From an optimization exercise on the open Yosys and OpenROAD flow, aimed at small area, a short achievable clock period and few clock cycles per item; shortcuts taken in it are not production practice.
In this exercise RTL edits were held to simulation tests only and were not proved equivalent to the original.

==> inputs of v22 <==
## ray_march_top
module ray_march_top #(
    parameter int            SCREEN_WIDTH  = 32,
    parameter int            SCREEN_HEIGHT = 24,
    parameter int            RAY_STAGES    = 3,
    parameter ray_pkg::fix_t EPSILON       = 16'h0010,
    parameter ray_pkg::fix_t MAX_DIST      = 16'h3200
) (
    input  wire                      clk,
    input  wire                      reset,
    input  wire                      i_start,
    input  var ray_pkg::fix_t       i_eye_height,
    input  wire [7:0]                i_tilt_step,
    input  var ray_pkg::shade_cfg_t i_shade,
    input  var ray_pkg::coord_t     i_read_x,
    input  var ray_pkg::coord_t     i_read_y,
    output ray_pkg::color_t          o_color,
    output logic                     o_done
);
==> flow/config.mk <==
export PLATFORM = sky130hd
export DESIGN_NAME = ray_march_top
export DESIGN_NICKNAME = ray_march_top
export VERILOG_FILES = /design/flow/design.v
export SDC_FILE = /design/flow/constraint.sdc
export NUM_CORES = 4
export LEC_CHECK = 0
export CAP_MARGIN = 20
export CORE_MARGIN = 2
export CORE_UTILIZATION = 50
export SETUP_SLACK_MARGIN = 5
export SLEW_MARGIN = 20
export SYNTH_MEMORY_MAX_BITS = 8192
export TNS_END_PERCENT = 0
==> flow/constraint.sdc <==
create_clock -name core_clock -period 10.0 [get_ports {clk}]
set_input_delay 2.0000 -clock core_clock [delete_from_list [all_inputs] [get_ports {clk}]]
set_output_delay 2.0000 -clock core_clock [all_outputs]
set_load 0.01 [all_outputs]
run.sh (not shown) runs the stock make flow with config.mk's settings and CLKGATE_MAP_FILE= SYNTH_SCRIPT=/design/flow/synth_recipe.tcl, a recipe that flattens the netlist after the stock synthesis.
==> v33: changes against v22 <==
--- a/flow/design.v
+++ b/flow/design.v
@@ -91,14 +91,15 @@
     input  wire         i_grant,       
     input  wire         i_wr_block,    
     input  wire         i_ctriv_ok,    
     output logic        o_req,         
     output logic [15:0] o_depth,
     output logic [3:0]  o_row,
     output logic        o_black_we,    
+    output logic [3:0]  o_black_row,
     output logic        o_triv_we,     
     output logic [3:0]  o_triv_row,
     output logic        o_idle_next
 );
     localparam logic [1:0] S_DONE = 2'd0;
     localparam logic [1:0] S_LOAD = 2'd1;
     localparam logic [1:0] S_RUN  = 2'd2;
@@ -201,23 +202,28 @@
     assign prod = s4 + c4;
     assign hn   = prod[23:8];
     logic leave;
     logic last;
     logic load;
     logic triv_now;
     logic triv_wait;
+    logic black_fin;
+    logic blk_pend;
+    logic [3:0] blk_row;
     assign o_req      = (st == S_RUN) && fin && show;
-    assign o_black_we = (st == S_RUN) && fin && !show && !i_wr_block;
-    assign leave      = o_black_we || (o_req && i_grant);
+    assign black_fin  = (st == S_RUN) && fin && !show;
+    assign o_black_we = blk_pend;
+    assign o_black_row = blk_row;
+    assign leave      = black_fin || (o_req && i_grant);
     assign last       = (row == 4'd10);
     assign load       = ((st == S_LOAD) && ((row == 4'd0) || nxv)) ||
                         (leave && !last && nxv);
     assign triv_now   = leave && !last && nxv && triv_q && i_ctriv_ok &&
-                        !o_black_we && !i_wr_block;
-    assign triv_wait  = (st == S_TRIV) && i_ctriv_ok && !i_wr_block;
+                        !black_fin && !i_wr_block && !blk_pend;
+    assign triv_wait  = (st == S_TRIV) && i_ctriv_ok && !i_wr_block && !blk_pend;
     assign o_triv_we  = triv_now || triv_wait;
     assign o_triv_row = (st == S_TRIV) ? row : row + 4'd1;
     assign o_depth    = 16'(depth);
     assign o_row      = row;
     always_comb begin
         st_n = st;
         if (i_start) begin
@@ -239,14 +245,20 @@
     always_ff @(posedge clk) begin
         if (reset) begin
             st <= S_DONE;
         end else begin
             st <= st_n;
         end
         triv_q <= triv_next;
+        blk_row <= row;
+        if (reset) begin
+            blk_pend <= 1'b0;
+        end else begin
+            blk_pend <= black_fin;
+        end
         nxv <= !(i_start || load);
         if (i_start) begin
             row <= 4'd0;
         end else if (leave && !last) begin
             row <= row + 4'd1;
         end
         if (i_start) begin
@@ -410,14 +422,15 @@
     assign eye_bad_in = (i_eye_height < EPSILON) || (i_eye_height >= MAX_DIST);
     logic [LANES-1:0]       req;
     logic [LANES-1:0]       grant;
     logic [LANES-1:0]       sel;
     logic [LANES-1:0][15:0] depth;
     logic [LANES-1:0][3:0]  row;
     logic [LANES-1:0]       black_we;
+    logic [LANES-1:0][3:0]  black_row;
     logic [LANES-1:0]       triv_we;
     logic [LANES-1:0][3:0]  triv_row;
     logic [LANES-1:0]       idle_next;
     logic [GROUPS-1:0][PER_GROUP-1:0]       g_req;
     logic [GROUPS-1:0][PER_GROUP-1:0]       g_grant;
     logic [GROUPS-1:0][PER_GROUP-1:0]       g_sel;
     logic [GROUPS-1:0][PER_GROUP-1:0][15:0] g_depth;
@@ -439,14 +452,15 @@
             .i_grant     (grant[c]),
             .i_wr_block  (sel[c]),
             .i_ctriv_ok  (ctriv_ok),
             .o_req       (req[c]),
             .o_depth     (depth[c]),
             .o_row       (row[c]),
             .o_black_we  (black_we[c]),
+            .o_black_row (black_row[c]),
             .o_triv_we   (triv_we[c]),
             .o_triv_row  (triv_row[c]),
             .o_idle_next (idle_next[c])
         );
         assign g_req[c % GROUPS][c / GROUPS] = req[c];
         assign g_depth[c % GROUPS][c / GROUPS] = depth[c];
         assign g_row[c % GROUPS][c / GROUPS] = row[c];
@@ -476,17 +490,18 @@
         );
     end
     logic [LANES-1:0][10:0] we;
     logic [LANES-1:0][9:0]  wdata;
     logic [LANES-1:0][10:0] sh_we;
     for (genvar c = 0; c < LANES; c++) begin : g_wport
         for (genvar r = 0; r < 11; r++) begin : g_wrow
-            assign sh_we[c][r] = sel[c] && sh_row[c % GROUPS] == 4'(r);
+            assign sh_we[c][r] = (sel[c] && sh_row[c % GROUPS] == 4'(r)) ||
+                                 (black_we[c] && black_row[c] == 4'(r));
             assign we[c][r] = sh_we[c][r] ||
-                              (black_we[c] && row[c] == 4'(r)) ||
+                              (black_we[c] && black_row[c] == 4'(r)) ||
                               (triv_we[c] && triv_row[c] <= 4'(r));
         end
         assign wdata[c] = sel[c] ? sh_color[c % GROUPS] :
                           triv_we[c] ? ctriv : 10'd0;
     end
     frame_buffer u_frame_buffer (
         .clk      (clk),
==> flow/config.mk (replaced) <==
export PLATFORM = sky130hd
export DESIGN_NAME = ray_march_top
export DESIGN_NICKNAME = ray_march_top
export VERILOG_FILES = /design/flow/design.v
export SDC_FILE = /design/flow/constraint.sdc
export NUM_CORES = 4
export LEC_CHECK = 0
export ABC_AREA = 1
export CAP_MARGIN = 20
export CORE_MARGIN = 2
export CORE_UTILIZATION = 50
export SETUP_SLACK_MARGIN = 5
export SLEW_MARGIN = 20
export SYNTH_MEMORY_MAX_BITS = 8192
export TNS_END_PERCENT = 0
==> notes.md <==
item                                                                  v22                                              v33
Sum of routed wire length over all layers                      691,000 µm                                       771,000 µm
Placed Instances                                                    25.9k                                            30.8k
Critical path startpoint                           g_lane[14].u_lane.h[0]                                      i_read_x[4]
Number of diodes added for antenna fixing                              26                                               48
Maximum clock skew at final layout                              0.0750 ns                                         0.104 ns
Capture point of the critical path                  g_lane[14].u_lane.nxv                        u_frame_buffer.o_color[3]
Well tap count                                                      5,663                                            5,880
Crit path launch type                                            register                                        input pin
Result of the run                                          finished clean                       complete, but fails checks
Reasons for failing layout checks                                       -  max-capacitance violations, max-slew violations
Worst slack at placement                                          3.08 ns                                          3.32 ns
Most instantiated library cell after synthesis  sky130_fd_sc_hd__edfxtp_1                         sky130_fd_sc_hd__nand2_1
PostCTS Resize Cnt                                                    274                                              200
Crit path time final                                              5.67 ns                                          5.30 ns
Vertical die dimension                                             656 µm                                           667 µm
R2R depth                                                              15                                               20
Met3 wire length                                                61,700 µm                                        78,100 µm
Buffer count from post-CTS setup fixing                               531                                              119
Reg-to-reg slack, setup                                           4.33 ns                                          4.78 ns
Testbench counts of v22, summed over its fixed seeds: cycles 2,141, frames 48.
Testbench counts of v33, summed over its fixed seeds: cycles 2,141, frames 48.

## static timing again, ports no longer ideal
No port has a modelled driver above. Below, the same layouts with a new extraction and two added sets of constraints.
Step 1 assumes that a clkbuf_16 drives the clock port and a buf_2 every other input.
Step 2, shift: input delay + t, output delay - t, t = (earliest + latest rising clock arrival at the registers) / 2. This alone moves slack from input paths to output paths.
Slacks: ideal / step 1 / step 2; pairs: ideal / step 1.
run | t (ns) | setup slack, ns | hold WS [ns] | worst setup path at the end | slew at the worst register clock pin (ns)
v22 | 1.023 | 4.326 / 4.326 / 3.619 | 0.549 / 0.549 / 0.549 | input to register | 0.07 / 0.07
v33 | 1.105 | 4.702 / 4.782 / 3.703 | 0.363 / 0.363 / 0.363 | input to register | 0.08 / 0.08
For v33, which loses most, drivers alone change the setup slack by +0.080 ns; drivers and shift together by -0.999 ns.
